Context: an optimization exercise on an open-source flow, tuned for small area, a short achievable clock period and few clock cycles per item. The choices shown serve that exercise and are no tape-out recipe. Function was checked by simulation only, so behaviour that the tests miss may differ from the original. Power figures rest on the tool's default switching activity, not on a simulated workload.

[standard.sh]
#!/bin/bash
# synth_recipe.tcl (not shown) runs the flow's synth.tcl, then flattens the netlist and writes it again
# the make line also repeats each setting of config.mk as NAME=value (left out here)
make -C /OpenROAD-flow-scripts/flow DESIGN_CONFIG=/design/flow/config.mk WORK_HOME=/design/flow/orfs CLKGATE_MAP_FILE= SYNTH_SCRIPT=/design/flow/synth_recipe.tcl "${@:-finish}"
[flow/run.sh]
#!/bin/bash
# the standard layout, with plain buffers (not delay cells) on the ports
bash standard.sh "BUFFER_PORTS_ARGS=-buffer_cell sky130_fd_sc_hd__buf_2" finish > standard.log 2>&1
[config.mk]
export PLATFORM = sky130hd
export DESIGN_NAME = pel_scaler_top
export DESIGN_NICKNAME = pel_scaler_top
export VERILOG_FILES = /design/flow/design.v
export SDC_FILE = /design/flow/constraint.sdc
export NUM_CORES = 4
export LEC_CHECK = 0
export CAP_MARGIN = 20
export CORE_MARGIN = 2
export CORE_UTILIZATION = 60
export CTS_BUF_LIST = sky130_fd_sc_hd__clkbuf_4 sky130_fd_sc_hd__clkbuf_8
export CTS_CLUSTER_DIAMETER = 100
export CTS_CLUSTER_SIZE = 30
export PLACE_DENSITY = 0.7
export SETUP_SLACK_MARGIN = 4.3
export SLEW_MARGIN = 20
export SYNTH_HIERARCHICAL = 1
[constraint.sdc]
create_clock -name core_clock -period 8.0 [get_ports {clk}]
set_input_delay 1.6000 -clock core_clock [delete_from_list [all_inputs] [get_ports {clk}]]
set_output_delay 1.6000 -clock core_clock [all_outputs]
set_load 0.01 [all_outputs]
[design.v]
package pel_pkg;
    localparam int PEL_WIDTH = 16;
    localparam int ACC_WIDTH = 32;
    typedef logic [PEL_WIDTH-1:0] pel_t;
    typedef logic [ACC_WIDTH-1:0] acc_t;
endpackage
package coef_pkg;
    localparam int COEF_WIDTH = 16;
    localparam int FRAC_BITS = 11;
    typedef logic [COEF_WIDTH-1:0] coef_t;
    localparam coef_t COEF_ONE = coef_t'(1 << FRAC_BITS);
endpackage
module scaler (
    input  logic          clk,
    input  logic          rst_n,
    input  logic          in_write,
    input  pel_pkg::pel_t in_din,
    output logic          in_full,
    input  logic [15:0]   coef,
    input  logic          out_read,
    output pel_pkg::pel_t out_dout,
    output logic          out_empty
);
    logic          v1, v2;
    pel_pkg::pel_t pel_d, pel_q;
    logic [7:0]    one_q, two_q, neg_q;
    logic          b15_q;
    logic [15:0]   s_d, c_d;
    logic [15:1]   t_d, g_d, t_q, g_q;
    logic          y0_d, y0_q, ci_d, ci_q;
    logic          go2, adv, acc;
    logic [16:0] cx;
    assign cx = {coef, 1'b0};
    always_ff @(posedge clk)
    begin
        for (int j = 0; j < 8; j++)
        begin
            one_q[j] <= cx[2*j+1] ^ cx[2*j];
            two_q[j] <= (cx[2*j+2] & ~cx[2*j+1] & ~cx[2*j])
                      | (~cx[2*j+2] & cx[2*j+1] & cx[2*j]);
            neg_q[j] <= cx[2*j+2];
        end
        b15_q <= coef[15];
    end
    assign go2     = ~v2 | out_read;
    assign adv     = v1 & go2;
    assign in_full = v1 & ~go2;
    assign acc     = in_write & ~in_full;
    lane_hold u_hold (
        .d   (in_din),
        .q   (pel_q),
        .v1  (v1),
        .v2  (v2),
        .rd  (out_read),
        .y   (pel_d)
    );
    mul_tree u_tree (
        .a    (pel_q),
        .one  (one_q),
        .two  (two_q),
        .neg  (neg_q),
        .b15  (b15_q),
        .s    (s_d),
        .c    (c_d)
    );
    assign t_d  = s_d[15:1] | c_d[15:1];
    assign g_d  = s_d[15:1] & c_d[15:1];
    assign y0_d = s_d[0] ^ c_d[0];
    assign ci_d = s_d[0] & c_d[0];
    always_ff @(posedge clk)
    begin
        pel_q <= pel_d;
        if (go2)
        begin
            t_q  <= t_d;
            g_q  <= g_d;
            y0_q <= y0_d;
            ci_q <= ci_d;
        end
    end
    always_ff @(posedge clk or negedge rst_n)
    begin
        if (!rst_n)
        begin
            v1 <= 1'b0;
            v2 <= 1'b0;
        end
        else
        begin
            v1 <= acc | (v1 & ~adv);
            if (go2)
                v2 <= v1;
        end
    end
    mul_cpa u_cpa (
        .t  (t_q),
        .g  (g_q),
        .ci (ci_q),
        .y  (out_dout[15:1])
    );
    assign out_dout[0] = y0_q;
    assign out_empty   = ~v2;
endmodule
module lane_hold (
    input  logic [15:0] d,
    input  logic [15:0] q,
    input  logic        v1,
    input  logic        v2,
    input  logic        rd,
    output logic [15:0] y
);
    assign y = (v1 & v2 & ~rd) ? q : d;
endmodule
module mul_tree (
    input  logic [15:0] a,
    input  logic [7:0]  one,
    input  logic [7:0]  two,
    input  logic [7:0]  neg,
    input  logic        b15,
    output logic [15:0] s,
    output logic [15:0] c
);
    logic pp_0_0;
    logic pp_0_1;
    logic pp_0_2;
    logic pp_0_3;
    logic pp_0_4;
    logic pp_0_5;
    logic pp_0_6;
    logic pp_0_7;
    logic pp_0_8;
    logic pp_0_9;
    logic pp_0_10;
    logic pp_0_11;
    logic pp_0_12;
    logic pp_0_13;
    logic pp_0_14;
    logic pp_0_15;
    logic pp_0_16;
    logic ns_0;
    logic pp_1_0;
    logic pp_1_1;
    logic pp_1_2;
    logic pp_1_3;
    logic pp_1_4;
    logic pp_1_5;
    logic pp_1_6;
    logic pp_1_7;
    logic pp_1_8;
    logic pp_1_9;
    logic pp_1_10;
    logic pp_1_11;
    logic pp_1_12;
    logic pp_1_13;
    logic pp_1_14;
    logic pp_1_15;
    logic pp_1_16;
    logic ns_1;
    logic pp_2_0;
    logic pp_2_1;
    logic pp_2_2;
    logic pp_2_3;
    logic pp_2_4;
    logic pp_2_5;
    logic pp_2_6;
    logic pp_2_7;
    logic pp_2_8;
    logic pp_2_9;
    logic pp_2_10;
    logic pp_2_11;
    logic pp_2_12;
    logic pp_2_13;
    logic pp_2_14;
    logic pp_2_15;
    logic pp_2_16;
    logic ns_2;
    logic pp_3_0;
    logic pp_3_1;
    logic pp_3_2;
    logic pp_3_3;
    logic pp_3_4;
    logic pp_3_5;
    logic pp_3_6;
    logic pp_3_7;
    logic pp_3_8;
    logic pp_3_9;
    logic pp_3_10;
    logic pp_3_11;
    logic pp_3_12;
    logic pp_3_13;
    logic pp_3_14;
    logic pp_3_15;
    logic pp_3_16;
    logic ns_3;
    logic pp_4_0;
    logic pp_4_1;
    logic pp_4_2;
    logic pp_4_3;
    logic pp_4_4;
    logic pp_4_5;
    logic pp_4_6;
    logic pp_4_7;
    logic pp_4_8;
    logic pp_4_9;
    logic pp_4_10;
    logic pp_4_11;
    logic pp_4_12;
    logic pp_4_13;
    logic pp_4_14;
    logic pp_4_15;
    logic pp_4_16;
    logic ns_4;
    logic pp_5_0;
    logic pp_5_1;
    logic pp_5_2;
    logic pp_5_3;
    logic pp_5_4;
    logic pp_5_5;
    logic pp_5_6;
    logic pp_5_7;
    logic pp_5_8;
    logic pp_5_9;
    logic pp_5_10;
    logic pp_5_11;
    logic pp_5_12;
    logic pp_5_13;
    logic pp_5_14;
    logic pp_5_15;
    logic pp_5_16;
    logic pp_6_0;
    logic pp_6_1;
    logic pp_6_2;
    logic pp_6_3;
    logic pp_6_4;
    logic pp_6_5;
    logic pp_6_6;
    logic pp_6_7;
    logic pp_6_8;
    logic pp_6_9;
    logic pp_6_10;
    logic pp_6_11;
    logic pp_6_12;
    logic pp_6_13;
    logic pp_6_14;
    logic pp_7_0;
    logic pp_7_1;
    logic pp_7_2;
    logic pp_7_3;
    logic pp_7_4;
    logic pp_7_5;
    logic pp_7_6;
    logic pp_7_7;
    logic pp_7_8;
    logic pp_7_9;
    logic pp_7_10;
    logic pp_7_11;
    logic pp_7_12;
    logic pp_8_0;
    logic pp_8_1;
    logic pp_8_2;
    logic pp_8_3;
    logic pp_8_4;
    logic pp_8_5;
    logic pp_8_6;
    logic pp_8_7;
    logic pp_8_8;
    logic pp_8_9;
    logic pp_8_10;
    logic nc_17;
    logic nc_18;
    logic nc_20;
    logic nc_22;
    logic nc_24;
    logic nc_26;
    logic hs_0;
    logic hc_0;
    logic hs_1;
    logic hc_1;
    logic fs_0;
    logic fc_0;
    logic hs_2;
    logic hc_2;
    logic fs_1;
    logic fc_1;
    logic hs_3;
    logic hc_3;
    logic fs_2;
    logic fc_2;
    logic fs_3;
    logic fc_3;
    logic hs_4;
    logic hc_4;
    logic fs_4;
    logic fc_4;
    logic fs_5;
    logic fc_5;
    logic hs_5;
    logic hc_5;
    logic fs_6;
    logic fc_6;
    logic fs_7;
    logic fc_7;
    logic fs_8;
    logic fc_8;
    logic hs_6;
    logic hc_6;
    logic fs_9;
    logic fc_9;
    logic fs_10;
    logic fc_10;
    logic fs_11;
    logic fc_11;
    logic hs_7;
    logic hc_7;
    logic fs_12;
    logic fc_12;
    logic fs_13;
    logic fc_13;
    logic fs_14;
    logic fc_14;
    logic fs_15;
    logic fc_15;
    logic hs_8;
    logic hc_8;
    logic lg_0;
    logic lt_0;
    logic lg_2;
    logic lt_2;
    logic lg_3;
    logic lt_3;
    logic lg_4;
    logic lt_4;
    logic lg_5;
    logic lt_5;
    logic lg_6;
    logic lt_6;
    logic lg_7;
    logic lt_7;
    logic lg_8;
    logic lt_8;
    logic lg_9;
    logic lt_9;
    logic lg_10;
    logic lt_10;
    logic lcg0;
    logic lcg1;
    logic lcg2;
    logic lct2;
    logic lcg3;
    logic lcg4;
    logic lct4;
    logic lcg5;
    logic lcg6;
    logic lct6;
    logic lcg7;
    logic lcg8;
    logic lct8;
    logic fs_16;
    logic fc_16;
    logic fs_17;
    logic fc_17;
    logic fs_18;
    logic fc_18;
    logic fs_19;
    logic fc_19;
    logic fs_21;
    logic fc_21;
    logic fs_22;
    logic fc_22;
    logic fs_23;
    logic fc_23;
    logic fs_24;
    logic fc_24;
    logic fs_25;
    logic fc_25;
    logic hc_9;
    logic fs_26;
    logic fc_26;
    logic fs_27;
    logic fc_27;
    logic fs_28;
    logic fc_28;
    logic fs_29;
    logic fc_29;
    logic fc_30;
    logic fs_31;
    logic fc_31;
    logic fs_32;
    logic fc_32;
    logic fs_33;
    logic fc_33;
    logic fs_34;
    logic fc_34;
    logic fs_35;
    logic fc_35;
    logic fs_36;
    logic fc_36;
    logic fs_37;
    logic fc_37;
    logic fs_38;
    logic fc_38;
    logic fs_39;
    logic fc_39;
    logic fs_40;
    logic fc_40;
    logic fs_41;
    logic fc_41;
    logic fs_42;
    logic fc_42;
    logic fs_43;
    logic fc_43;
    logic fs_44;
    logic fc_44;
    logic fs_45;
    logic fc_45;
    logic fs_46;
    logic fc_46;
    logic fs_47;
    logic fc_47;
    logic fs_48;
    logic fc_48;
    logic fs_50;
    logic fc_50;
    logic fs_51;
    logic fc_51;
    logic fs_52;
    logic fc_52;
    logic fs_53;
    logic fc_53;
    logic fs_54;
    logic fc_54;
    logic fs_55;
    logic fc_55;
    logic fs_57;
    logic fc_57;
    logic fs_58;
    logic fc_58;
    logic fs_59;
    logic fc_59;
    logic fs_60;
    logic fc_60;
    logic fs_61;
    logic fc_61;
    logic fs_62;
    logic fc_62;
    logic fs_64;
    logic fc_64;
    logic fs_65;
    logic fc_65;
    logic fs_66;
    logic fc_66;
    logic fs_67;
    logic fc_67;
    logic fs_68;
    logic fc_68;
    logic fs_69;
    logic fc_69;
    logic fs_71;
    logic fc_71;
    logic fs_72;
    logic fc_72;
    logic fs_73;
    logic fc_73;
    logic fs_74;
    logic fc_74;
    logic fs_75;
    logic fc_75;
    logic fs_77;
    logic fc_77;
    logic fs_78;
    logic fc_78;
    logic fs_79;
    logic fc_79;
    logic fs_80;
    logic fc_80;
    logic fs_81;
    logic fc_81;
    logic fs_83;
    logic fc_83;
    logic fs_84;
    logic fc_84;
    logic fs_85;
    logic fc_85;
    logic fs_86;
    logic fc_86;
    logic fs_88;
    logic fc_88;
    logic fs_89;
    logic fc_89;
    logic fs_90;
    logic fc_90;
    logic fs_91;
    logic fc_91;
    logic fs_93;
    logic fc_93;
    logic fs_94;
    logic fc_94;
    logic fs_95;
    logic fc_95;
    logic fs_97;
    logic fc_97;
    logic fs_98;
    logic fc_98;
    logic fs_99;
    logic fc_99;
    logic fs_101;
    logic fc_101;
    logic fs_102;
    logic fc_102;
    logic fc_103;
    assign pp_0_0 = ((one[0] & a[0])) ^ neg[0];
    assign pp_0_1 = ((one[0] & a[1]) | (two[0] & a[0])) ^ neg[0];
    assign pp_0_2 = ((one[0] & a[2]) | (two[0] & a[1])) ^ neg[0];
    assign pp_0_3 = ((one[0] & a[3]) | (two[0] & a[2])) ^ neg[0];
    assign pp_0_4 = ((one[0] & a[4]) | (two[0] & a[3])) ^ neg[0];
    assign pp_0_5 = ((one[0] & a[5]) | (two[0] & a[4])) ^ neg[0];
    assign pp_0_6 = ((one[0] & a[6]) | (two[0] & a[5])) ^ neg[0];
    assign pp_0_7 = ((one[0] & a[7]) | (two[0] & a[6])) ^ neg[0];
    assign pp_0_8 = ((one[0] & a[8]) | (two[0] & a[7])) ^ neg[0];
    assign pp_0_9 = ((one[0] & a[9]) | (two[0] & a[8])) ^ neg[0];
    assign pp_0_10 = ((one[0] & a[10]) | (two[0] & a[9])) ^ neg[0];
    assign pp_0_11 = ((one[0] & a[11]) | (two[0] & a[10])) ^ neg[0];
    assign pp_0_12 = ((one[0] & a[12]) | (two[0] & a[11])) ^ neg[0];
    assign pp_0_13 = ((one[0] & a[13]) | (two[0] & a[12])) ^ neg[0];
    assign pp_0_14 = ((one[0] & a[14]) | (two[0] & a[13])) ^ neg[0];
    assign pp_0_15 = ((one[0] & a[15]) | (two[0] & a[14])) ^ neg[0];
    assign pp_0_16 = ((two[0] & a[15])) ^ neg[0];
    assign ns_0 = ~neg[0];
    assign pp_1_0 = ((one[1] & a[0])) ^ neg[1];
    assign pp_1_1 = ((one[1] & a[1]) | (two[1] & a[0])) ^ neg[1];
    assign pp_1_2 = ((one[1] & a[2]) | (two[1] & a[1])) ^ neg[1];
    assign pp_1_3 = ((one[1] & a[3]) | (two[1] & a[2])) ^ neg[1];
    assign pp_1_4 = ((one[1] & a[4]) | (two[1] & a[3])) ^ neg[1];
    assign pp_1_5 = ((one[1] & a[5]) | (two[1] & a[4])) ^ neg[1];
    assign pp_1_6 = ((one[1] & a[6]) | (two[1] & a[5])) ^ neg[1];
    assign pp_1_7 = ((one[1] & a[7]) | (two[1] & a[6])) ^ neg[1];
    assign pp_1_8 = ((one[1] & a[8]) | (two[1] & a[7])) ^ neg[1];
    assign pp_1_9 = ((one[1] & a[9]) | (two[1] & a[8])) ^ neg[1];
    assign pp_1_10 = ((one[1] & a[10]) | (two[1] & a[9])) ^ neg[1];
    assign pp_1_11 = ((one[1] & a[11]) | (two[1] & a[10])) ^ neg[1];
    assign pp_1_12 = ((one[1] & a[12]) | (two[1] & a[11])) ^ neg[1];
    assign pp_1_13 = ((one[1] & a[13]) | (two[1] & a[12])) ^ neg[1];
    assign pp_1_14 = ((one[1] & a[14]) | (two[1] & a[13])) ^ neg[1];
    assign pp_1_15 = ((one[1] & a[15]) | (two[1] & a[14])) ^ neg[1];
    assign pp_1_16 = ((two[1] & a[15])) ^ neg[1];
    assign ns_1 = ~neg[1];
    assign pp_2_0 = ((one[2] & a[0])) ^ neg[2];
    assign pp_2_1 = ((one[2] & a[1]) | (two[2] & a[0])) ^ neg[2];
    assign pp_2_2 = ((one[2] & a[2]) | (two[2] & a[1])) ^ neg[2];
    assign pp_2_3 = ((one[2] & a[3]) | (two[2] & a[2])) ^ neg[2];
    assign pp_2_4 = ((one[2] & a[4]) | (two[2] & a[3])) ^ neg[2];
    assign pp_2_5 = ((one[2] & a[5]) | (two[2] & a[4])) ^ neg[2];
    assign pp_2_6 = ((one[2] & a[6]) | (two[2] & a[5])) ^ neg[2];
    assign pp_2_7 = ((one[2] & a[7]) | (two[2] & a[6])) ^ neg[2];
    assign pp_2_8 = ((one[2] & a[8]) | (two[2] & a[7])) ^ neg[2];
    assign pp_2_9 = ((one[2] & a[9]) | (two[2] & a[8])) ^ neg[2];
    assign pp_2_10 = ((one[2] & a[10]) | (two[2] & a[9])) ^ neg[2];
    assign pp_2_11 = ((one[2] & a[11]) | (two[2] & a[10])) ^ neg[2];
    assign pp_2_12 = ((one[2] & a[12]) | (two[2] & a[11])) ^ neg[2];
    assign pp_2_13 = ((one[2] & a[13]) | (two[2] & a[12])) ^ neg[2];
    assign pp_2_14 = ((one[2] & a[14]) | (two[2] & a[13])) ^ neg[2];
    assign pp_2_15 = ((one[2] & a[15]) | (two[2] & a[14])) ^ neg[2];
    assign pp_2_16 = ((two[2] & a[15])) ^ neg[2];
    assign ns_2 = ~neg[2];
    assign pp_3_0 = ((one[3] & a[0])) ^ neg[3];
    assign pp_3_1 = ((one[3] & a[1]) | (two[3] & a[0])) ^ neg[3];
    assign pp_3_2 = ((one[3] & a[2]) | (two[3] & a[1])) ^ neg[3];
    assign pp_3_3 = ((one[3] & a[3]) | (two[3] & a[2])) ^ neg[3];
    assign pp_3_4 = ((one[3] & a[4]) | (two[3] & a[3])) ^ neg[3];
    assign pp_3_5 = ((one[3] & a[5]) | (two[3] & a[4])) ^ neg[3];
    assign pp_3_6 = ((one[3] & a[6]) | (two[3] & a[5])) ^ neg[3];
    assign pp_3_7 = ((one[3] & a[7]) | (two[3] & a[6])) ^ neg[3];
    assign pp_3_8 = ((one[3] & a[8]) | (two[3] & a[7])) ^ neg[3];
    assign pp_3_9 = ((one[3] & a[9]) | (two[3] & a[8])) ^ neg[3];
    assign pp_3_10 = ((one[3] & a[10]) | (two[3] & a[9])) ^ neg[3];
    assign pp_3_11 = ((one[3] & a[11]) | (two[3] & a[10])) ^ neg[3];
    assign pp_3_12 = ((one[3] & a[12]) | (two[3] & a[11])) ^ neg[3];
    assign pp_3_13 = ((one[3] & a[13]) | (two[3] & a[12])) ^ neg[3];
    assign pp_3_14 = ((one[3] & a[14]) | (two[3] & a[13])) ^ neg[3];
    assign pp_3_15 = ((one[3] & a[15]) | (two[3] & a[14])) ^ neg[3];
    assign pp_3_16 = ((two[3] & a[15])) ^ neg[3];
    assign ns_3 = ~neg[3];
    assign pp_4_0 = ((one[4] & a[0])) ^ neg[4];
    assign pp_4_1 = ((one[4] & a[1]) | (two[4] & a[0])) ^ neg[4];
    assign pp_4_2 = ((one[4] & a[2]) | (two[4] & a[1])) ^ neg[4];
    assign pp_4_3 = ((one[4] & a[3]) | (two[4] & a[2])) ^ neg[4];
    assign pp_4_4 = ((one[4] & a[4]) | (two[4] & a[3])) ^ neg[4];
    assign pp_4_5 = ((one[4] & a[5]) | (two[4] & a[4])) ^ neg[4];
    assign pp_4_6 = ((one[4] & a[6]) | (two[4] & a[5])) ^ neg[4];
    assign pp_4_7 = ((one[4] & a[7]) | (two[4] & a[6])) ^ neg[4];
    assign pp_4_8 = ((one[4] & a[8]) | (two[4] & a[7])) ^ neg[4];
    assign pp_4_9 = ((one[4] & a[9]) | (two[4] & a[8])) ^ neg[4];
    assign pp_4_10 = ((one[4] & a[10]) | (two[4] & a[9])) ^ neg[4];
    assign pp_4_11 = ((one[4] & a[11]) | (two[4] & a[10])) ^ neg[4];
    assign pp_4_12 = ((one[4] & a[12]) | (two[4] & a[11])) ^ neg[4];
    assign pp_4_13 = ((one[4] & a[13]) | (two[4] & a[12])) ^ neg[4];
    assign pp_4_14 = ((one[4] & a[14]) | (two[4] & a[13])) ^ neg[4];
    assign pp_4_15 = ((one[4] & a[15]) | (two[4] & a[14])) ^ neg[4];
    assign pp_4_16 = ((two[4] & a[15])) ^ neg[4];
    assign ns_4 = ~neg[4];
    assign pp_5_0 = ((one[5] & a[0])) ^ neg[5];
    assign pp_5_1 = ((one[5] & a[1]) | (two[5] & a[0])) ^ neg[5];
    assign pp_5_2 = ((one[5] & a[2]) | (two[5] & a[1])) ^ neg[5];
    assign pp_5_3 = ((one[5] & a[3]) | (two[5] & a[2])) ^ neg[5];
    assign pp_5_4 = ((one[5] & a[4]) | (two[5] & a[3])) ^ neg[5];
    assign pp_5_5 = ((one[5] & a[5]) | (two[5] & a[4])) ^ neg[5];
    assign pp_5_6 = ((one[5] & a[6]) | (two[5] & a[5])) ^ neg[5];
    assign pp_5_7 = ((one[5] & a[7]) | (two[5] & a[6])) ^ neg[5];
    assign pp_5_8 = ((one[5] & a[8]) | (two[5] & a[7])) ^ neg[5];
    assign pp_5_9 = ((one[5] & a[9]) | (two[5] & a[8])) ^ neg[5];
    assign pp_5_10 = ((one[5] & a[10]) | (two[5] & a[9])) ^ neg[5];
    assign pp_5_11 = ((one[5] & a[11]) | (two[5] & a[10])) ^ neg[5];
    assign pp_5_12 = ((one[5] & a[12]) | (two[5] & a[11])) ^ neg[5];
    assign pp_5_13 = ((one[5] & a[13]) | (two[5] & a[12])) ^ neg[5];
    assign pp_5_14 = ((one[5] & a[14]) | (two[5] & a[13])) ^ neg[5];
    assign pp_5_15 = ((one[5] & a[15]) | (two[5] & a[14])) ^ neg[5];
    assign pp_5_16 = ((two[5] & a[15])) ^ neg[5];
    assign pp_6_0 = ((one[6] & a[0])) ^ neg[6];
    assign pp_6_1 = ((one[6] & a[1]) | (two[6] & a[0])) ^ neg[6];
    assign pp_6_2 = ((one[6] & a[2]) | (two[6] & a[1])) ^ neg[6];
    assign pp_6_3 = ((one[6] & a[3]) | (two[6] & a[2])) ^ neg[6];
    assign pp_6_4 = ((one[6] & a[4]) | (two[6] & a[3])) ^ neg[6];
    assign pp_6_5 = ((one[6] & a[5]) | (two[6] & a[4])) ^ neg[6];
    assign pp_6_6 = ((one[6] & a[6]) | (two[6] & a[5])) ^ neg[6];
    assign pp_6_7 = ((one[6] & a[7]) | (two[6] & a[6])) ^ neg[6];
    assign pp_6_8 = ((one[6] & a[8]) | (two[6] & a[7])) ^ neg[6];
    assign pp_6_9 = ((one[6] & a[9]) | (two[6] & a[8])) ^ neg[6];
    assign pp_6_10 = ((one[6] & a[10]) | (two[6] & a[9])) ^ neg[6];
    assign pp_6_11 = ((one[6] & a[11]) | (two[6] & a[10])) ^ neg[6];
    assign pp_6_12 = ((one[6] & a[12]) | (two[6] & a[11])) ^ neg[6];
    assign pp_6_13 = ((one[6] & a[13]) | (two[6] & a[12])) ^ neg[6];
    assign pp_6_14 = ((one[6] & a[14]) | (two[6] & a[13])) ^ neg[6];
    assign pp_7_0 = ((one[7] & a[0])) ^ neg[7];
    assign pp_7_1 = ((one[7] & a[1]) | (two[7] & a[0])) ^ neg[7];
    assign pp_7_2 = ((one[7] & a[2]) | (two[7] & a[1])) ^ neg[7];
    assign pp_7_3 = ((one[7] & a[3]) | (two[7] & a[2])) ^ neg[7];
    assign pp_7_4 = ((one[7] & a[4]) | (two[7] & a[3])) ^ neg[7];
    assign pp_7_5 = ((one[7] & a[5]) | (two[7] & a[4])) ^ neg[7];
    assign pp_7_6 = ((one[7] & a[6]) | (two[7] & a[5])) ^ neg[7];
    assign pp_7_7 = ((one[7] & a[7]) | (two[7] & a[6])) ^ neg[7];
    assign pp_7_8 = ((one[7] & a[8]) | (two[7] & a[7])) ^ neg[7];
    assign pp_7_9 = ((one[7] & a[9]) | (two[7] & a[8])) ^ neg[7];
    assign pp_7_10 = ((one[7] & a[10]) | (two[7] & a[9])) ^ neg[7];
    assign pp_7_11 = ((one[7] & a[11]) | (two[7] & a[10])) ^ neg[7];
    assign pp_7_12 = ((one[7] & a[12]) | (two[7] & a[11])) ^ neg[7];
    assign pp_8_0 = b15 & a[0];
    assign pp_8_1 = b15 & a[1];
    assign pp_8_2 = b15 & a[2];
    assign pp_8_3 = b15 & a[3];
    assign pp_8_4 = b15 & a[4];
    assign pp_8_5 = b15 & a[5];
    assign pp_8_6 = b15 & a[6];
    assign pp_8_7 = b15 & a[7];
    assign pp_8_8 = b15 & a[8];
    assign pp_8_9 = b15 & a[9];
    assign pp_8_10 = b15 & a[10];
    assign nc_17 = ~ns_0;
    assign nc_18 = ~ns_0;
    assign nc_20 = ~pp_8_4;
    assign nc_22 = ~pp_8_6;
    assign nc_24 = ~pp_8_8;
    assign nc_26 = ~pp_8_10;
    mul_ha u_hs_0 (.a(neg[1]), .b(pp_0_2), .s(hs_0), .c(hc_0));
    mul_ha u_hs_1 (.a(pp_0_3), .b(pp_1_1), .s(hs_1), .c(hc_1));
    mul_fa u_fs_0 (.a(neg[2]), .b(pp_0_4), .ci(pp_1_2), .s(fs_0), .co(fc_0));
    mul_ha u_hs_2 (.a(pp_2_0), .b(hc_1), .s(hs_2), .c(hc_2));
    mul_fa u_fs_1 (.a(pp_0_5), .b(pp_1_3), .ci(pp_2_1), .s(fs_1), .co(fc_1));
    mul_ha u_hs_3 (.a(hc_2), .b(fc_0), .s(hs_3), .c(hc_3));
    mul_fa u_fs_2 (.a(neg[3]), .b(pp_0_6), .ci(pp_1_4), .s(fs_2), .co(fc_2));
    mul_fa u_fs_3 (.a(pp_2_2), .b(pp_3_0), .ci(fc_1), .s(fs_3), .co(fc_3));
    mul_ha u_hs_4 (.a(fs_2), .b(hc_3), .s(hs_4), .c(hc_4));
    mul_fa u_fs_4 (.a(pp_0_7), .b(pp_1_5), .ci(pp_2_3), .s(fs_4), .co(fc_4));
    mul_fa u_fs_5 (.a(pp_3_1), .b(fc_2), .ci(fs_4), .s(fs_5), .co(fc_5));
    mul_ha u_hs_5 (.a(fc_3), .b(hc_4), .s(hs_5), .c(hc_5));
    mul_fa u_fs_6 (.a(neg[4]), .b(pp_0_8), .ci(pp_1_6), .s(fs_6), .co(fc_6));
    mul_fa u_fs_7 (.a(pp_2_4), .b(pp_3_2), .ci(pp_4_0), .s(fs_7), .co(fc_7));
    mul_fa u_fs_8 (.a(fc_4), .b(fs_6), .ci(fs_7), .s(fs_8), .co(fc_8));
    mul_ha u_hs_6 (.a(fc_5), .b(hc_5), .s(hs_6), .c(hc_6));
    mul_fa u_fs_9 (.a(pp_0_9), .b(pp_1_7), .ci(pp_2_5), .s(fs_9), .co(fc_9));
    mul_fa u_fs_10 (.a(pp_3_3), .b(pp_4_1), .ci(fc_6), .s(fs_10), .co(fc_10));
    mul_fa u_fs_11 (.a(fc_7), .b(fs_9), .ci(fc_8), .s(fs_11), .co(fc_11));
    mul_ha u_hs_7 (.a(fs_10), .b(hc_6), .s(hs_7), .c(hc_7));
    mul_fa u_fs_12 (.a(neg[5]), .b(pp_0_10), .ci(pp_1_8), .s(fs_12), .co(fc_12));
    mul_fa u_fs_13 (.a(pp_2_6), .b(pp_3_4), .ci(pp_4_2), .s(fs_13), .co(fc_13));
    mul_fa u_fs_14 (.a(pp_5_0), .b(fc_9), .ci(fs_12), .s(fs_14), .co(fc_14));
    mul_fa u_fs_15 (.a(fs_13), .b(fc_10), .ci(fs_14), .s(fs_15), .co(fc_15));
    mul_ha u_hs_8 (.a(fc_11), .b(hc_7), .s(hs_8), .c(hc_8));
    assign lg_0 = neg[0] & pp_0_0;
    assign lt_0 = neg[0] | pp_0_0;
    assign lg_2 = pp_1_0 & hs_0;
    assign lt_2 = pp_1_0 | hs_0;
    assign lg_3 = hc_0 & hs_1;
    assign lt_3 = hc_0 | hs_1;
    assign lg_4 = fs_0 & hs_2;
    assign lt_4 = fs_0 | hs_2;
    assign lg_5 = fs_1 & hs_3;
    assign lt_5 = fs_1 | hs_3;
    assign lg_6 = fs_3 & hs_4;
    assign lt_6 = fs_3 | hs_4;
    assign lg_7 = fs_5 & hs_5;
    assign lt_7 = fs_5 | hs_5;
    assign lg_8 = fs_8 & hs_6;
    assign lt_8 = fs_8 | hs_6;
    assign lg_9 = fs_11 & hs_7;
    assign lt_9 = fs_11 | hs_7;
    assign lg_10 = fs_15 & hs_8;
    assign lt_10 = fs_15 | hs_8;
    assign lcg0 = 1'b0 | (pp_0_1 & lg_0);
    assign lcg1 = lg_2 | (lt_2 & lcg0);
    assign lcg2 = lg_4 | (lt_4 & lg_3);
    assign lct2 = lt_4 & lt_3;
    assign lcg3 = lcg2 | (lct2 & lcg1);
    assign lcg4 = lg_6 | (lt_6 & lg_5);
    assign lct4 = lt_6 & lt_5;
    assign lcg5 = lcg4 | (lct4 & lcg3);
    assign lcg6 = lg_8 | (lt_8 & lg_7);
    assign lct6 = lt_8 & lt_7;
    assign lcg7 = lcg6 | (lct6 & lcg5);
    assign lcg8 = lg_10 | (lt_10 & lg_9);
    assign lct8 = lt_10 & lt_9;
    assign c[0] = lcg8 | (lct8 & lcg7);
    mul_fa u_fs_16 (.a(pp_0_11), .b(pp_1_9), .ci(pp_2_7), .s(fs_16), .co(fc_16));
    mul_fa u_fs_17 (.a(pp_3_5), .b(pp_4_3), .ci(pp_5_1), .s(fs_17), .co(fc_17));
    mul_fa u_fs_18 (.a(fc_12), .b(fc_13), .ci(fs_16), .s(fs_18), .co(fc_18));
    mul_fa u_fs_19 (.a(fs_17), .b(fc_14), .ci(fs_18), .s(fs_19), .co(fc_19));
    mul_fa u_fs_20 (.a(fc_15), .b(fs_19), .ci(hc_8), .s(s[0]), .co(c[1]));
    mul_fa u_fs_21 (.a(neg[6]), .b(pp_0_12), .ci(pp_1_10), .s(fs_21), .co(fc_21));
    mul_fa u_fs_22 (.a(pp_2_8), .b(pp_3_6), .ci(pp_4_4), .s(fs_22), .co(fc_22));
    mul_fa u_fs_23 (.a(pp_5_2), .b(pp_6_0), .ci(fc_16), .s(fs_23), .co(fc_23));
    mul_fa u_fs_24 (.a(fc_17), .b(fs_21), .ci(fs_22), .s(fs_24), .co(fc_24));
    mul_fa u_fs_25 (.a(fc_18), .b(fs_23), .ci(fs_24), .s(fs_25), .co(fc_25));
    mul_ha u_hs_9 (.a(fc_19), .b(fs_25), .s(s[1]), .c(hc_9));
    mul_fa u_fs_26 (.a(pp_0_13), .b(pp_1_11), .ci(pp_2_9), .s(fs_26), .co(fc_26));
    mul_fa u_fs_27 (.a(pp_3_7), .b(pp_4_5), .ci(pp_5_3), .s(fs_27), .co(fc_27));
    mul_fa u_fs_28 (.a(pp_6_1), .b(fc_21), .ci(fc_22), .s(fs_28), .co(fc_28));
    mul_fa u_fs_29 (.a(fs_26), .b(fs_27), .ci(fc_23), .s(fs_29), .co(fc_29));
    mul_fa u_fs_30 (.a(fc_24), .b(fs_28), .ci(fs_29), .s(s[2]), .co(fc_30));
    mul_ha u_hs_10 (.a(fc_25), .b(hc_9), .s(c[2]), .c(s[3]));
    mul_fa u_fs_31 (.a(neg[7]), .b(pp_0_14), .ci(pp_1_12), .s(fs_31), .co(fc_31));
    mul_fa u_fs_32 (.a(pp_2_10), .b(pp_3_8), .ci(pp_4_6), .s(fs_32), .co(fc_32));
    mul_fa u_fs_33 (.a(pp_5_4), .b(pp_6_2), .ci(pp_7_0), .s(fs_33), .co(fc_33));
    mul_fa u_fs_34 (.a(fc_26), .b(fc_27), .ci(fs_31), .s(fs_34), .co(fc_34));
    mul_fa u_fs_35 (.a(fs_32), .b(fs_33), .ci(fc_28), .s(fs_35), .co(fc_35));
    mul_fa u_fs_36 (.a(fs_34), .b(fc_29), .ci(fs_35), .s(fs_36), .co(fc_36));
    mul_ha u_hs_11 (.a(fc_30), .b(fs_36), .s(c[3]), .c(s[4]));
    mul_fa u_fs_37 (.a(pp_0_15), .b(pp_1_13), .ci(pp_2_11), .s(fs_37), .co(fc_37));
    mul_fa u_fs_38 (.a(pp_3_9), .b(pp_4_7), .ci(pp_5_5), .s(fs_38), .co(fc_38));
    mul_fa u_fs_39 (.a(pp_6_3), .b(pp_7_1), .ci(fc_31), .s(fs_39), .co(fc_39));
    mul_fa u_fs_40 (.a(fc_32), .b(fc_33), .ci(fs_37), .s(fs_40), .co(fc_40));
    mul_fa u_fs_41 (.a(fs_38), .b(fc_34), .ci(fs_39), .s(fs_41), .co(fc_41));
    mul_fa u_fs_42 (.a(fs_40), .b(fc_35), .ci(fs_41), .s(fs_42), .co(fc_42));
    mul_ha u_hs_12 (.a(fc_36), .b(fs_42), .s(c[4]), .c(s[5]));
    mul_fa u_fs_43 (.a(pp_8_0), .b(pp_0_16), .ci(pp_1_14), .s(fs_43), .co(fc_43));
    mul_fa u_fs_44 (.a(pp_2_12), .b(pp_3_10), .ci(pp_4_8), .s(fs_44), .co(fc_44));
    mul_fa u_fs_45 (.a(pp_5_6), .b(pp_6_4), .ci(pp_7_2), .s(fs_45), .co(fc_45));
    mul_fa u_fs_46 (.a(fc_37), .b(fc_38), .ci(fs_43), .s(fs_46), .co(fc_46));
    mul_fa u_fs_47 (.a(fs_44), .b(fs_45), .ci(fc_39), .s(fs_47), .co(fc_47));
    mul_fa u_fs_48 (.a(fc_40), .b(fs_46), .ci(fc_41), .s(fs_48), .co(fc_48));
    mul_fa u_fs_49 (.a(fs_47), .b(fc_42), .ci(fs_48), .s(c[5]), .co(s[6]));
    mul_fa u_fs_50 (.a(nc_17), .b(pp_8_1), .ci(pp_1_15), .s(fs_50), .co(fc_50));
    mul_fa u_fs_51 (.a(pp_2_13), .b(pp_3_11), .ci(pp_4_9), .s(fs_51), .co(fc_51));
    mul_fa u_fs_52 (.a(pp_5_7), .b(pp_6_5), .ci(pp_7_3), .s(fs_52), .co(fc_52));
    mul_fa u_fs_53 (.a(fc_43), .b(fc_44), .ci(fc_45), .s(fs_53), .co(fc_53));
    mul_fa u_fs_54 (.a(fs_50), .b(fs_51), .ci(fs_52), .s(fs_54), .co(fc_54));
    mul_fa u_fs_55 (.a(fc_46), .b(fs_53), .ci(fs_54), .s(fs_55), .co(fc_55));
    mul_fa u_fs_56 (.a(fc_47), .b(fs_55), .ci(fc_48), .s(c[6]), .co(c[7]));
    mul_fa u_fs_57 (.a(nc_18), .b(pp_8_2), .ci(pp_1_16), .s(fs_57), .co(fc_57));
    mul_fa u_fs_58 (.a(pp_2_14), .b(pp_3_12), .ci(pp_4_10), .s(fs_58), .co(fc_58));
    mul_fa u_fs_59 (.a(pp_5_8), .b(pp_6_6), .ci(pp_7_4), .s(fs_59), .co(fc_59));
    mul_fa u_fs_60 (.a(fc_50), .b(fc_51), .ci(fc_52), .s(fs_60), .co(fc_60));
    mul_fa u_fs_61 (.a(fs_57), .b(fs_58), .ci(fs_59), .s(fs_61), .co(fc_61));
    mul_fa u_fs_62 (.a(fc_53), .b(fc_54), .ci(fs_60), .s(fs_62), .co(fc_62));
    mul_fa u_fs_63 (.a(fs_61), .b(fc_55), .ci(fs_62), .s(s[7]), .co(s[8]));
    mul_fa u_fs_64 (.a(ns_1), .b(ns_0), .ci(pp_8_3), .s(fs_64), .co(fc_64));
    mul_fa u_fs_65 (.a(pp_2_15), .b(pp_3_13), .ci(pp_4_11), .s(fs_65), .co(fc_65));
    mul_fa u_fs_66 (.a(pp_5_9), .b(pp_6_7), .ci(pp_7_5), .s(fs_66), .co(fc_66));
    mul_fa u_fs_67 (.a(fs_64), .b(fc_57), .ci(fc_58), .s(fs_67), .co(fc_67));
    mul_fa u_fs_68 (.a(fc_59), .b(fs_65), .ci(fs_66), .s(fs_68), .co(fc_68));
    mul_fa u_fs_69 (.a(fc_60), .b(fc_61), .ci(fs_67), .s(fs_69), .co(fc_69));
    mul_fa u_fs_70 (.a(fs_68), .b(fc_62), .ci(fs_69), .s(c[8]), .co(s[9]));
    mul_fa u_fs_71 (.a(nc_20), .b(pp_2_16), .ci(pp_3_14), .s(fs_71), .co(fc_71));
    mul_fa u_fs_72 (.a(pp_4_12), .b(pp_5_10), .ci(pp_6_8), .s(fs_72), .co(fc_72));
    mul_fa u_fs_73 (.a(pp_7_6), .b(fc_64), .ci(fc_65), .s(fs_73), .co(fc_73));
    mul_fa u_fs_74 (.a(fc_66), .b(fs_71), .ci(fs_72), .s(fs_74), .co(fc_74));
    mul_fa u_fs_75 (.a(fc_67), .b(fc_68), .ci(fs_73), .s(fs_75), .co(fc_75));
    mul_fa u_fs_76 (.a(fs_74), .b(fc_69), .ci(fs_75), .s(c[9]), .co(s[10]));
    mul_fa u_fs_77 (.a(ns_2), .b(pp_8_5), .ci(pp_8_4), .s(fs_77), .co(fc_77));
    mul_fa u_fs_78 (.a(pp_3_15), .b(pp_4_13), .ci(pp_5_11), .s(fs_78), .co(fc_78));
    mul_fa u_fs_79 (.a(pp_6_9), .b(pp_7_7), .ci(fs_77), .s(fs_79), .co(fc_79));
    mul_fa u_fs_80 (.a(fc_71), .b(fc_72), .ci(fs_78), .s(fs_80), .co(fc_80));
    mul_fa u_fs_81 (.a(fs_79), .b(fc_73), .ci(fc_74), .s(fs_81), .co(fc_81));
    mul_fa u_fs_82 (.a(fs_80), .b(fc_75), .ci(fs_81), .s(c[10]), .co(s[11]));
    mul_fa u_fs_83 (.a(nc_22), .b(pp_3_16), .ci(pp_4_14), .s(fs_83), .co(fc_83));
    mul_fa u_fs_84 (.a(pp_5_12), .b(pp_6_10), .ci(pp_7_8), .s(fs_84), .co(fc_84));
    mul_fa u_fs_85 (.a(fc_77), .b(fc_78), .ci(fs_83), .s(fs_85), .co(fc_85));
    mul_fa u_fs_86 (.a(fs_84), .b(fc_79), .ci(fc_80), .s(fs_86), .co(fc_86));
    mul_fa u_fs_87 (.a(fs_85), .b(fc_81), .ci(fs_86), .s(c[11]), .co(s[12]));
    mul_fa u_fs_88 (.a(ns_3), .b(pp_8_7), .ci(pp_8_6), .s(fs_88), .co(fc_88));
    mul_fa u_fs_89 (.a(pp_4_15), .b(pp_5_13), .ci(pp_6_11), .s(fs_89), .co(fc_89));
    mul_fa u_fs_90 (.a(pp_7_9), .b(fs_88), .ci(fc_83), .s(fs_90), .co(fc_90));
    mul_fa u_fs_91 (.a(fc_84), .b(fs_89), .ci(fc_85), .s(fs_91), .co(fc_91));
    mul_fa u_fs_92 (.a(fs_90), .b(fc_86), .ci(fs_91), .s(c[12]), .co(s[13]));
    mul_fa u_fs_93 (.a(nc_24), .b(pp_4_16), .ci(pp_5_14), .s(fs_93), .co(fc_93));
    mul_fa u_fs_94 (.a(pp_6_12), .b(pp_7_10), .ci(fc_88), .s(fs_94), .co(fc_94));
    mul_fa u_fs_95 (.a(fc_89), .b(fs_93), .ci(fs_94), .s(fs_95), .co(fc_95));
    mul_fa u_fs_96 (.a(fc_90), .b(fs_95), .ci(fc_91), .s(c[13]), .co(c[14]));
    mul_fa u_fs_97 (.a(ns_4), .b(pp_8_9), .ci(pp_8_8), .s(fs_97), .co(fc_97));
    mul_fa u_fs_98 (.a(pp_5_15), .b(pp_6_13), .ci(pp_7_11), .s(fs_98), .co(fc_98));
    mul_fa u_fs_99 (.a(fs_97), .b(fc_93), .ci(fs_98), .s(fs_99), .co(fc_99));
    mul_fa u_fs_100 (.a(fc_94), .b(fs_99), .ci(fc_95), .s(s[14]), .co(c[15]));
    mul_fa u_fs_101 (.a(nc_26), .b(pp_5_16), .ci(pp_6_14), .s(fs_101), .co(fc_101));
    mul_fa u_fs_102 (.a(pp_7_12), .b(fc_97), .ci(fc_98), .s(fs_102), .co(fc_102));
    mul_fa u_fs_103 (.a(fs_101), .b(fc_99), .ci(fs_102), .s(s[15]), .co(fc_103));
endmodule
module mul_fa (
    input  logic a,
    input  logic b,
    input  logic ci,
    output logic s,
    output logic co
);
    assign s  = a ^ b ^ ci;
    assign co = (a & b) | (ci & (a ^ b));
endmodule
module mul_ha (
    input  logic a,
    input  logic b,
    output logic s,
    output logic c
);
    assign s = a ^ b;
    assign c = a & b;
endmodule
module mul_cpa (
    input  logic [14:0] t,
    input  logic [14:0] g,
    input  logic        ci,
    output logic [14:0] y
);
    logic g0_1;
    assign g0_1 = g[0] | (t[0] & ci);
    logic g0_3;
    assign g0_3 = g[2] | (t[2] & g[1]);
    logic t0_3;
    assign t0_3 = t[2] & t[1];
    logic g0_5;
    assign g0_5 = g[4] | (t[4] & g[3]);
    logic t0_5;
    assign t0_5 = t[4] & t[3];
    logic g0_7;
    assign g0_7 = g[6] | (t[6] & g[5]);
    logic t0_7;
    assign t0_7 = t[6] & t[5];
    logic g0_9;
    assign g0_9 = g[8] | (t[8] & g[7]);
    logic t0_9;
    assign t0_9 = t[8] & t[7];
    logic g0_11;
    assign g0_11 = g[10] | (t[10] & g[9]);
    logic t0_11;
    assign t0_11 = t[10] & t[9];
    logic g0_13;
    assign g0_13 = g[12] | (t[12] & g[11]);
    logic t0_13;
    assign t0_13 = t[12] & t[11];
    logic g0_15;
    assign g0_15 = g[14] | (t[14] & g[13]);
    logic t0_15;
    assign t0_15 = t[14] & t[13];
    logic g1_2;
    assign g1_2 = g[1] | (t[1] & g0_1);
    logic g1_3;
    assign g1_3 = g0_3 | (t0_3 & g0_1);
    logic g1_6;
    assign g1_6 = g[5] | (t[5] & g0_5);
    logic t1_6;
    assign t1_6 = t[5] & t0_5;
    logic g1_7;
    assign g1_7 = g0_7 | (t0_7 & g0_5);
    logic t1_7;
    assign t1_7 = t0_7 & t0_5;
    logic g1_10;
    assign g1_10 = g[9] | (t[9] & g0_9);
    logic t1_10;
    assign t1_10 = t[9] & t0_9;
    logic g1_11;
    assign g1_11 = g0_11 | (t0_11 & g0_9);
    logic t1_11;
    assign t1_11 = t0_11 & t0_9;
    logic g1_14;
    assign g1_14 = g[13] | (t[13] & g0_13);
    logic t1_14;
    assign t1_14 = t[13] & t0_13;
    logic g1_15;
    assign g1_15 = g0_15 | (t0_15 & g0_13);
    logic t1_15;
    assign t1_15 = t0_15 & t0_13;
    logic g2_4;
    assign g2_4 = g[3] | (t[3] & g1_3);
    logic g2_5;
    assign g2_5 = g0_5 | (t0_5 & g1_3);
    logic g2_6;
    assign g2_6 = g1_6 | (t1_6 & g1_3);
    logic g2_7;
    assign g2_7 = g1_7 | (t1_7 & g1_3);
    logic g2_12;
    assign g2_12 = g[11] | (t[11] & g1_11);
    logic t2_12;
    assign t2_12 = t[11] & t1_11;
    logic g2_13;
    assign g2_13 = g0_13 | (t0_13 & g1_11);
    logic t2_13;
    assign t2_13 = t0_13 & t1_11;
    logic g2_14;
    assign g2_14 = g1_14 | (t1_14 & g1_11);
    logic t2_14;
    assign t2_14 = t1_14 & t1_11;
    logic g2_15;
    assign g2_15 = g1_15 | (t1_15 & g1_11);
    logic t2_15;
    assign t2_15 = t1_15 & t1_11;
    logic g3_8;
    assign g3_8 = g[7] | (t[7] & g2_7);
    logic g3_9;
    assign g3_9 = g0_9 | (t0_9 & g2_7);
    logic g3_10;
    assign g3_10 = g1_10 | (t1_10 & g2_7);
    logic g3_11;
    assign g3_11 = g1_11 | (t1_11 & g2_7);
    logic g3_12;
    assign g3_12 = g2_12 | (t2_12 & g2_7);
    logic g3_13;
    assign g3_13 = g2_13 | (t2_13 & g2_7);
    logic g3_14;
    assign g3_14 = g2_14 | (t2_14 & g2_7);
    logic g3_15;
    assign g3_15 = g2_15 | (t2_15 & g2_7);
    assign y[0] = (t[0] & ~g[0]) ^ ci;
    assign y[1] = (t[1] & ~g[1]) ^ g0_1;
    assign y[2] = (t[2] & ~g[2]) ^ g1_2;
    assign y[3] = (t[3] & ~g[3]) ^ g1_3;
    assign y[4] = (t[4] & ~g[4]) ^ g2_4;
    assign y[5] = (t[5] & ~g[5]) ^ g2_5;
    assign y[6] = (t[6] & ~g[6]) ^ g2_6;
    assign y[7] = (t[7] & ~g[7]) ^ g2_7;
    assign y[8] = (t[8] & ~g[8]) ^ g3_8;
    assign y[9] = (t[9] & ~g[9]) ^ g3_9;
    assign y[10] = (t[10] & ~g[10]) ^ g3_10;
    assign y[11] = (t[11] & ~g[11]) ^ g3_11;
    assign y[12] = (t[12] & ~g[12]) ^ g3_12;
    assign y[13] = (t[13] & ~g[13]) ^ g3_13;
    assign y[14] = (t[14] & ~g[14]) ^ g3_14;
endmodule
module pel_scaler_top #(
    parameter int FLUX  = 2,
    parameter int DEPTH = 4
) (
    input  logic                              clk,
    input  logic                              rst_n,
    input  logic            [FLUX-1:0]        in_write,
    input  pel_pkg::pel_t   [FLUX-1:0]        in_din,
    output logic            [FLUX-1:0]        in_full,
    input  coef_pkg::coef_t [FLUX-1:0]        coef,
    input  logic            [FLUX-1:0]        out_read,
    output pel_pkg::pel_t   [FLUX-1:0]        out_dout,
    output logic            [FLUX-1:0]        out_empty
);
    genvar f;
    generate
        for (f = 0; f < FLUX; f++)
        begin : g_lane
            scaler u_lane (
                .clk       (clk),
                .rst_n     (rst_n),
                .in_write  (in_write[f]),
                .in_din    (in_din[f]),
                .in_full   (in_full[f]),
                .coef      (coef[f]),
                .out_read  (out_read[f]),
                .out_dout  (out_dout[f]),
                .out_empty (out_empty[f])
            );
        end
    endgenerate
endmodule
==> results.sh, run 1 <==
export IMPL_ys_dominant_reg_cell="sky130_fd_sc_hd__dfxtp_1"
export IMPL_power_leakage_nw=6.32
export IMPL_worst_ep_arrival_time_ns=2.22
export IMPL_cts_tree="built"
export IMPL_vdd_ir_drop_worst_mv=0.255
export IMPL_rsz_0062_raised_after_global_routing="yes"
export IMPL_rows=59
export IMPL_h_tree_depth_reported_by_cts=4
export IMPL_cpPeakStageDelay_ns=0.47
export IMPL_worst_hold_path_type="reg -> reg"
export IMPL_die_x_um=166
export IMPL_synth_edff_count=64
export IMPL_finalHoldWorstSlack_ns=0.570
export IMPL_syn_to_final_growth_pct=8.46
export IMPL_drt_iter0_markers=1095
export IMPL_fin_tns_setup_ns=0
export IMPL_synthDominantCellAreaShare=0.264
export IMPL_cts_root_to_sink_buffers=2
export IMPL_worst_setup_path_type="reg -> out"
export IMPL_required_ns=6.40
export IMPL_final_layout_size_suffix_gt1_frac=0.216
export IMPL_final_instance_count_excl_fill=1818
export IMPL_synth_area_top_cells="sky130_fd_sc_hd__fa_1, sky130_fd_sc_hd__xnor2_1, sky130_fd_sc_hd__edfxtp_1"
export IMPL_synth_sequential_area_ratio=0.230
export IMPL_synth_seq_cells=148
export IMPL_clock_tree_root_cell="sky130_fd_sc_hd__clkbuf_8"
export IMPL_worst_skew_pair_later_pin_latency_ns=0.46
export IMPL_hold_viol=0
export IMPL_max_slew_margin_rel=0.564
export IMPL_clkTransAtPathRegs_ns=0.09
export IMPL_synth_warning_count=7
export IMPL_filler_cell_count=2016
export IMPL_status="no timing/DRC/antenna violations"
export IMPL_max_freq_ghz=0.262
export IMPL_grt_max_degree=34
export IMPL_worstHoldStart="g_lane[0].u_lane.v1"
export IMPL_synthDominantAreaCellType="sky130_fd_sc_hd__fa_1"
export IMPL_setup_slack_of_the_critical_path_after_layout_ns=4.18
export IMPL_synth_distinct_cells=49
export IMPL_synth_async_reset_ratio=0.0270
export IMPL_transition_at_the_pin_with_the_smallest_max_transition_slack_ns=0.653
export IMPL_setup_worst_path_start_class="flop"
export IMPL_total_power_mw=6.67
export IMPL_grt_first_pass_wirelength_um=60100
export IMPL_critPathSlowestCell="sky130_fd_sc_hd__edfxtp_1"
export IMPL_route_antenna_remaining_nets=0
export IMPL_cts_sinks=148
export IMPL_dpl_hpwl_um=27100
export IMPL_avgViaCountPerCell=6.11
export IMPL_proportion_of_power_drawn_by_combinational_gates=0.675
export IMPL_post_route_period_util=0.477
export IMPL_portBuffers=105
export IMPL_rr_worst_depth=11
export IMPL_dp_slack_ns=3.84
export IMPL_globalRouteMet2Util=0.377
export IMPL_path_cells="a21oi_1 -> o21ai_2 -> a32oi_4 -> o31ai_4 -> buf_4 -> a21oi_2 -> xnor2_1 -> buf_2"
export IMPL_grt_met1_usage=0.418
export IMPL_timing_critical_path_to_type="output port"
export IMPL_worst_clock_skew_ns=0.0195
export IMPL_grt_remaining_overflow=0
export IMPL_number_of_placed_instances_taps_included=1759
export IMPL_clkPwrFrac=0.090
export IMPL_diodes=0
export IMPL_gp_congestion=0.909
export IMPL_core_region_area_um2=25900
export IMPL_grt_use_total=0.271
export IMPL_final_cell_mix="sky130_fd_sc_hd__xnor2_1, sky130_fd_sc_hd__a22oi_1, sky130_fd_sc_hd__fa_1"
export IMPL_regToRegSetupSlack_ns=4.31
export IMPL_p_sw_mw=2.83
export IMPL_final_min_clock_period_ns=3.82
export IMPL_net_count_synth=1752
export IMPL_postRouteWirelength_um=37200
export IMPL_synthesis_instances=1446
export IMPL_synthesis_area_per_instance_um2=10.9
export IMPL_finalCoreUtilization=0.660
export IMPL_seq_power_share=0.235
export IMPL_final_net_count=1777
export IMPL_die_height_um=166
export IMPL_placed_cell_area_um2=16200
export IMPL_grt_busiest_layer="met1"
export IMPL_power_density_cell_area_nw_per_um2=390
export IMPL_route_detailed_drc=0
export IMPL_detailedRoute_firstPassIterationCount=6
export IMPL_cts_buffers=17
export IMPL_groute_layer_met3_usage=0.0772
export IMPL_mappedNetlistArea_um2=15800
export IMPL_dr_total_vias=11100
export IMPL_p_int_mw=3.84
export IMPL_layout_commonest_cell="sky130_fd_sc_hd__xnor2_1"
export IMPL_timing_critical_path_fanout_max=5
export IMPL_switching_share=0.424
export IMPL_floorplan_initialDensity=0.609
export IMPL_design_area_um2=17100
export IMPL_grt_pass1_vias=11200
export IMPL_antenna_violations_before_repair=0
export IMPL_cap_violations=0
export IMPL_avgRoutedWirePerCell_um=20.4
export IMPL_die_area_um2=27600
export IMPL_holdBufCountCts=0
export IMPL_slew_viol_final=0
export IMPL_critical_path_startpoint="g_lane[0].u_lane.t_q[5]"
export IMPL_worst_hold_path_num_cells=1
export IMPL_boundaryPins=106
export IMPL_finalSetupViolCount=0
export IMPL_r2r_start="g_lane[1].u_lane.pel_q[8]"
-- worst max-delay path, delay by kind of cell (launching register included) --
family / cells / cell delay (ns)
compound gates: 5 / 0.84
xor+xnor: 1 / 0.14
flops: 1 / 0.47
buf+inv: 2 / 0.31
-- registers in the layout, indices dropped and copies added, names as in the netlist --
name and count:
g_lane.u_lane.ci_q 2, g_lane.u_lane.t_q 30, g_lane.u_lane.y0_q 2, g_lane.u_lane.pel_q 32, g_lane.u_lane.one_q 16, g_lane.u_lane.neg_q 16, g_lane.u_lane.v1 2, g_lane.u_lane.two_q 16
g_lane.u_lane.g_q 30, g_lane.u_lane.v2 2
-- area by class of cell --
class,count,area (um^2),area share
clock buffer,19,262,0.0153
inverter,24,90.1,0.00527
tap,335,419,0.0245
clock inverter,12,126,0.00739
sequential,148,3810,0.223
multi-input combinational,1124,11400,0.669
timing repair buffer,156,948,0.0554
-- power groups by stage --
stage / Sequential [mW] / Clock (mW) / Combinational (mW)
2_1_floorplan: 1.40 / 0 / 3.34
3_3_place_gp: 1.56 / 0 / 4.19
3_5_place_dp: 1.57 / 0 / 4.35
4_1_cts: 1.56 / 0.613 / 4.43
5_1_grt: 1.60 / 0.646 / 5.16
6_report: 1.57 / 0.598 / 4.51
-- logic make-up after synthesis --
kind of cell,count (synthesis),synth area share
AO/OA/AOI/OAI,334,0.157
flip-flops,148,0.230
adder cells (fa/ha/maj),236,0.286
buffers and inverters,174,0.0513
multiplexers,32,0.0276
XOR/XNOR,296,0.164
AND/OR/NAND/NOR,226,0.0838
-- repair_timing --
item | CTS | global route
gates resized for setup | 64 | 71
setup endpoints to repair | 34 | 38
pin swaps | 18 | 13
hold endpoints to repair | 0 | 0
setup buffers | 8 | 20
-- per-layer routing --
metal  up-vias  part of all wire
li1       5010                 -
met1      5521              0.46
met2       537              0.43
met3        40              0.10
met4         0             0.011
met5         -                 0
-- worst paths after layout --
check                                        end
max                                 out_dout[14]
min in group asynchronous    g_lane[1].u_lane.v1
min                          g_lane[0].u_lane.v2
max in group asynchronous    g_lane[0].u_lane.v1
min reg2reg                  g_lane[0].u_lane.v2
max reg2reg                g_lane[1].u_lane.y0_q
-- synthesized netlist by cell type (all sizes together) (30+ instances only) --
| cell type | instances |
|---|---|
| a21oi | 32 |
| a22oi | 236 |
| and2 | 46 |
| buf | 98 |
| clkbuf | 52 |
| dfxtp | 80 |
| edfxtp | 64 |
| fa | 208 |
| mux2 | 32 |
| nand2 | 42 |
| nand2b | 30 |
| o21ai | 32 |
| or2 | 32 |
| xnor2 | 282 |
-- per-module statistics from Yosys (local to each module, per instance), excerpt --
module     times used  cells inside  flops+latches  cell area (um^2)
mul_tree            2           374              0              2620
scaler              2           140             74              2250
mul_cpa             2            74              0               524
lane_hold           2            18              0               249
mul_fa            208             1              0              20.0
mul_ha             26             1              0              12.5
Testbench counts, summed over its fixed seeds: cycles 8,016, items 16,000.
==> inputs of run 2 (changes only) <==
--- a/config.mk
+++ b/config.mk
@@ -7,11 +7,12 @@
 export LEC_CHECK = 0
 export CAP_MARGIN = 20
 export CORE_MARGIN = 2
-export CORE_UTILIZATION = 60
+export CORE_UTILIZATION = 65
 export CTS_BUF_LIST = sky130_fd_sc_hd__clkbuf_4 sky130_fd_sc_hd__clkbuf_8
 export CTS_CLUSTER_DIAMETER = 100
 export CTS_CLUSTER_SIZE = 30
-export PLACE_DENSITY = 0.7
-export SETUP_SLACK_MARGIN = 4.3
+export PLACE_DENSITY = 0.75
+export SETUP_SLACK_MARGIN = 4.0
 export SLEW_MARGIN = 20
 export SYNTH_HIERARCHICAL = 1
+export TNS_END_PERCENT = 100
==> results.sh, run 2 <==
export IMPL_detailedRoute_firstPassIterationCount=7
export IMPL_core_region_area_um2=24000
export IMPL_power_leakage_nw=6.15
export IMPL_setup_worst_path_start_class="flop"
export IMPL_max_freq_ghz=0.259
export IMPL_grt_first_pass_wirelength_um=60000
export IMPL_gp_congestion=0.917
export IMPL_worst_ep_arrival_time_ns=4.07
export IMPL_net_count_synth=1752
export IMPL_worst_clock_skew_ns=0.0261
export IMPL_grt_pass1_vias=11300
export IMPL_layout_commonest_cell="sky130_fd_sc_hd__xnor2_1"
export IMPL_synth_sequential_area_ratio=0.230
export IMPL_cts_sinks=148
export IMPL_syn_to_final_growth_pct=5.54
export IMPL_postRouteWirelength_um=36300
export IMPL_finalSetupViolCount=0
export IMPL_proportion_of_power_drawn_by_combinational_gates=0.660
export IMPL_synthesis_instances=1446
export IMPL_route_antenna_remaining_nets=0
export IMPL_dr_total_vias=11100
export IMPL_avgViaCountPerCell=6.27
export IMPL_grt_use_total=0.293
export IMPL_timing_critical_path_to_type="flop"
export IMPL_die_x_um=160
export IMPL_clkPwrFrac=0.100
export IMPL_synth_distinct_cells=49
export IMPL_fin_tns_setup_ns=0
export IMPL_synth_warning_count=7
export IMPL_clock_tree_root_cell="sky130_fd_sc_hd__clkbuf_8"
export IMPL_rsz_0062_raised_after_global_routing="yes"
export IMPL_cts_root_to_sink_buffers=2
export IMPL_ys_dominant_reg_cell="sky130_fd_sc_hd__dfxtp_1"
export IMPL_largestRegisters="g_lane.u_lane.pel_q x32, g_lane.u_lane.g_q x30, g_lane.u_lane.t_q x30"
export IMPL_post_route_period_util=0.483
export IMPL_worst_hold_path_type="reg -> reg"
export IMPL_max_slew_margin_rel=0.297
export IMPL_yosys_cell_count_top_type="sky130_fd_sc_hd__xnor2_1"
export IMPL_final_layout_size_suffix_gt1_frac=0.181
export IMPL_final_cell_mix="sky130_fd_sc_hd__xnor2_1, sky130_fd_sc_hd__a22oi_1, sky130_fd_sc_hd__fa_1"
export IMPL_drt_iter0_markers=1219
export IMPL_rows=57
export IMPL_synthDominantAreaCellType="sky130_fd_sc_hd__fa_1"
export IMPL_design_area_um2=16600
export IMPL_cts_buffers=17
export IMPL_transition_at_the_pin_with_the_smallest_max_transition_slack_ns=1.05
export IMPL_seq_power_share=0.241
export IMPL_total_power_mw=6.57
export IMPL_die_area_um2=25500
export IMPL_boundaryPins=106
export IMPL_synthesis_area_per_instance_um2=10.9
export IMPL_required_ns=8.21
export IMPL_largest_register_ffs=32
export IMPL_grt_remaining_overflow=0
export IMPL_grt_max_degree=34
export IMPL_die_height_um=160
export IMPL_synth_edff_count=64
export IMPL_portBuffers=105
export IMPL_switching_share=0.423
export IMPL_floorplan_initialDensity=0.656
export IMPL_critPathSlowestCell="sky130_fd_sc_hd__dfxtp_1"
export IMPL_final_net_count=1746
export IMPL_synth_async_reset_ratio=0.0270
export IMPL_antenna_violations_before_repair=0
export IMPL_worst_skew_pair_later_pin_latency_ns=0.45
export IMPL_clkTransAtPathRegs_ns=0.09
export IMPL_slew_viol_final=0
export IMPL_avgRoutedWirePerCell_um=20.4
export IMPL_synth_area_top_cells="sky130_fd_sc_hd__fa_1, sky130_fd_sc_hd__xnor2_1, sky130_fd_sc_hd__edfxtp_1"
export IMPL_status="no timing/DRC/antenna violations"
export IMPL_cts_tree="built"
export IMPL_placed_cell_area_um2=16100
export IMPL_timing_critical_path_max_delay_family="adder cells"
export IMPL_register_containing_the_most_flip_flops_in_the_final_layout="g_lane.u_lane.pel_q"
export IMPL_worst_setup_path_type="reg -> reg"
export IMPL_mappedNetlistArea_um2=15800
export IMPL_h_tree_depth_reported_by_cts=4
export IMPL_p_sw_mw=2.78
export IMPL_vdd_ir_drop_worst_mv=0.201
export IMPL_worst_path_most_repeated_cell="sky130_fd_sc_hd__fa_1"
export IMPL_filler_cell_count=1842
export IMPL_synthDominantCellAreaShare=0.264
export IMPL_p_int_mw=3.79
export IMPL_synth_seq_cells=148
export IMPL_final_min_clock_period_ns=3.86
export IMPL_synthTopCellsByCount="sky130_fd_sc_hd__xnor2_1, sky130_fd_sc_hd__a22oi_1, sky130_fd_sc_hd__fa_1, sky130_fd_sc_hd__buf_2, sky130_fd_sc_hd__dfxtp_1"
export IMPL_path_cells="a22oi_1 -> xnor2_1 -> fa_1 -> fa_1 -> fa_1 -> fa_1 -> fa_1 -> or2_1"
export IMPL_hold_viol=0
export IMPL_cpPeakStageDelay_ns=0.72
export IMPL_dpl_hpwl_um=26300
export IMPL_timing_critical_path_fanout_max=14
export IMPL_power_density_cell_area_nw_per_um2=395
export IMPL_diodes=0
export IMPL_cap_violations=0
export IMPL_critical_path_n_buffers_inverters=0
export IMPL_route_detailed_drc=0
run 2: cell count changes in the layout (fill, tap and decap cells not counted), sizes merged:
cell,change
buf,-30
bufinv,+2
inv,-1
clkinvlp,-1
clkbuf,-1
run 2: metal layers:
metal	share of wire	vias up	global-route usage
li1	-	4942	-
met1	0.45	5529	0.450
met2	0.42	621	0.411
met3	0.11	42	0.0839
met4	0.014	0	0.0702
met5	0	-	0
run 2: modules after synthesis (local to each module, per instance), a selection:
| module | flip-flops and latches | cells inside | times used |
|---|---|---|---|
| lane_hold | 0 | 18 | 2 |
| mul_cpa | 0 | 74 | 2 |
| mul_fa | 0 | 1 | 208 |
| mul_ha | 0 | 1 | 26 |
| mul_tree | 0 | 374 | 2 |
| scaler | 74 | 140 | 2 |
run 2: stage by stage:
stage                     hold slack [ns]  instances  setup slack, ns   util
after detailed placement            0.535       1745             3.82  0.671
after floorplan                     0.452       1446             4.35      -
after CTS                           0.553       1776             3.98  0.690
after global routing                0.575       1776             3.97  0.692
after global placement              0.529       1745             3.92  0.671
final                               0.553       1776             4.14  0.692
run 2: logic make-up (layout without fill, tap and decap cells):
| group | after synthesis | after routing | share of synthesized area |
|---|---|---|---|
| multiplexers | 32 | 32 | 0.0276 |
| flip-flops | 148 | 148 | 0.230 |
| XOR/XNOR | 296 | 296 | 0.164 |
| buffers and inverters | 174 | 180 | 0.0513 |
| AND/OR/NAND/NOR | 226 | 226 | 0.0838 |
| AO/OA/AOI/OAI | 334 | 334 | 0.157 |
| adder cells (fa/ha/maj) | 236 | 236 | 0.286 |
run 2: cell type report:
class                   count  area [um^2]  area share
multi-input cells        1124        11300       0.681
flip-flops and latches    148         3700       0.222
repair buffers            125          676      0.0406
well taps                 324          405      0.0244
clock buffers              19          255      0.0153
clock inverters            12          176      0.0106
inverters                  24         90.1     0.00541
run 2: timing repair:
item,CTS,global route
hold endpoints to repair,0,0
buffers inserted,0,0
resized for setup,17,39
hold buffers,0,0
setup endpoints to repair,10,14
gates cloned,0,0
run 2: worst paths after layout:
| check | cells after the start | startpoint | end | slack [ns] |
|---|---|---|---|---|
| setup / recovery | 8 | g_lane[0].u_lane.pel_q[14] | g_lane[0].u_lane.t_q[5] | 4.14 |
| setup reg to reg | 8 | g_lane[0].u_lane.pel_q[14] | g_lane[0].u_lane.t_q[5] | 4.14 |
| hold reg to reg | 1 | g_lane[1].u_lane.v1 | g_lane[1].u_lane.v2 | 0.55 |
| max in group asynchronous | 1 | rst_n | g_lane[0].u_lane.v1 | 6.94 |
| hold / removal | 1 | g_lane[1].u_lane.v1 | g_lane[1].u_lane.v2 | 0.55 |
| min in group asynchronous | 1 | rst_n | g_lane[1].u_lane.v2 | 0.94 |
run 2: power groups by stage:
stage	combinational (mW)	clock (mW)	sequential, mW
final	4.33	0.654	1.58
after global routing	4.96	0.700	1.61
after CTS	4.36	0.666	1.57
after detailed placement	4.34	0	1.58
after global placement	4.14	0	1.57
after floorplan	3.34	0	1.40

port drivers added, routing unchanged:
How much do the figures lean on ideal ports? The routed layouts below were timed once more, with nothing changed but the port constraints. Step 1 (the two cells are an assumption about what drives the block):
set clk [get_ports {clk}]
set_driving_cell -lib_cell sky130_fd_sc_hd__clkbuf_16 $clk
set_driving_cell -lib_cell sky130_fd_sc_hd__buf_2 [delete_from_list [all_inputs] $clk]
Step 2 moves the port delays by t, midway between the first and last clock arrival at a register: inputs arrive t later, outputs are due t later. That takes back most of the time a late clock gives input paths. a / b / c = ideal / step 1 / step 2; a / b = the first two.
run	shift t [ns]	setup slack, ns	worst data-port slew with drivers (ns)	pins driven straight from the clock port
run 1	0.494	4.184 / 4.138 / 4.315	0.04	1
run 2	0.487	4.137 / 4.130 / 4.137	0.04	1
After both steps setup and hold are still met in every run listed.
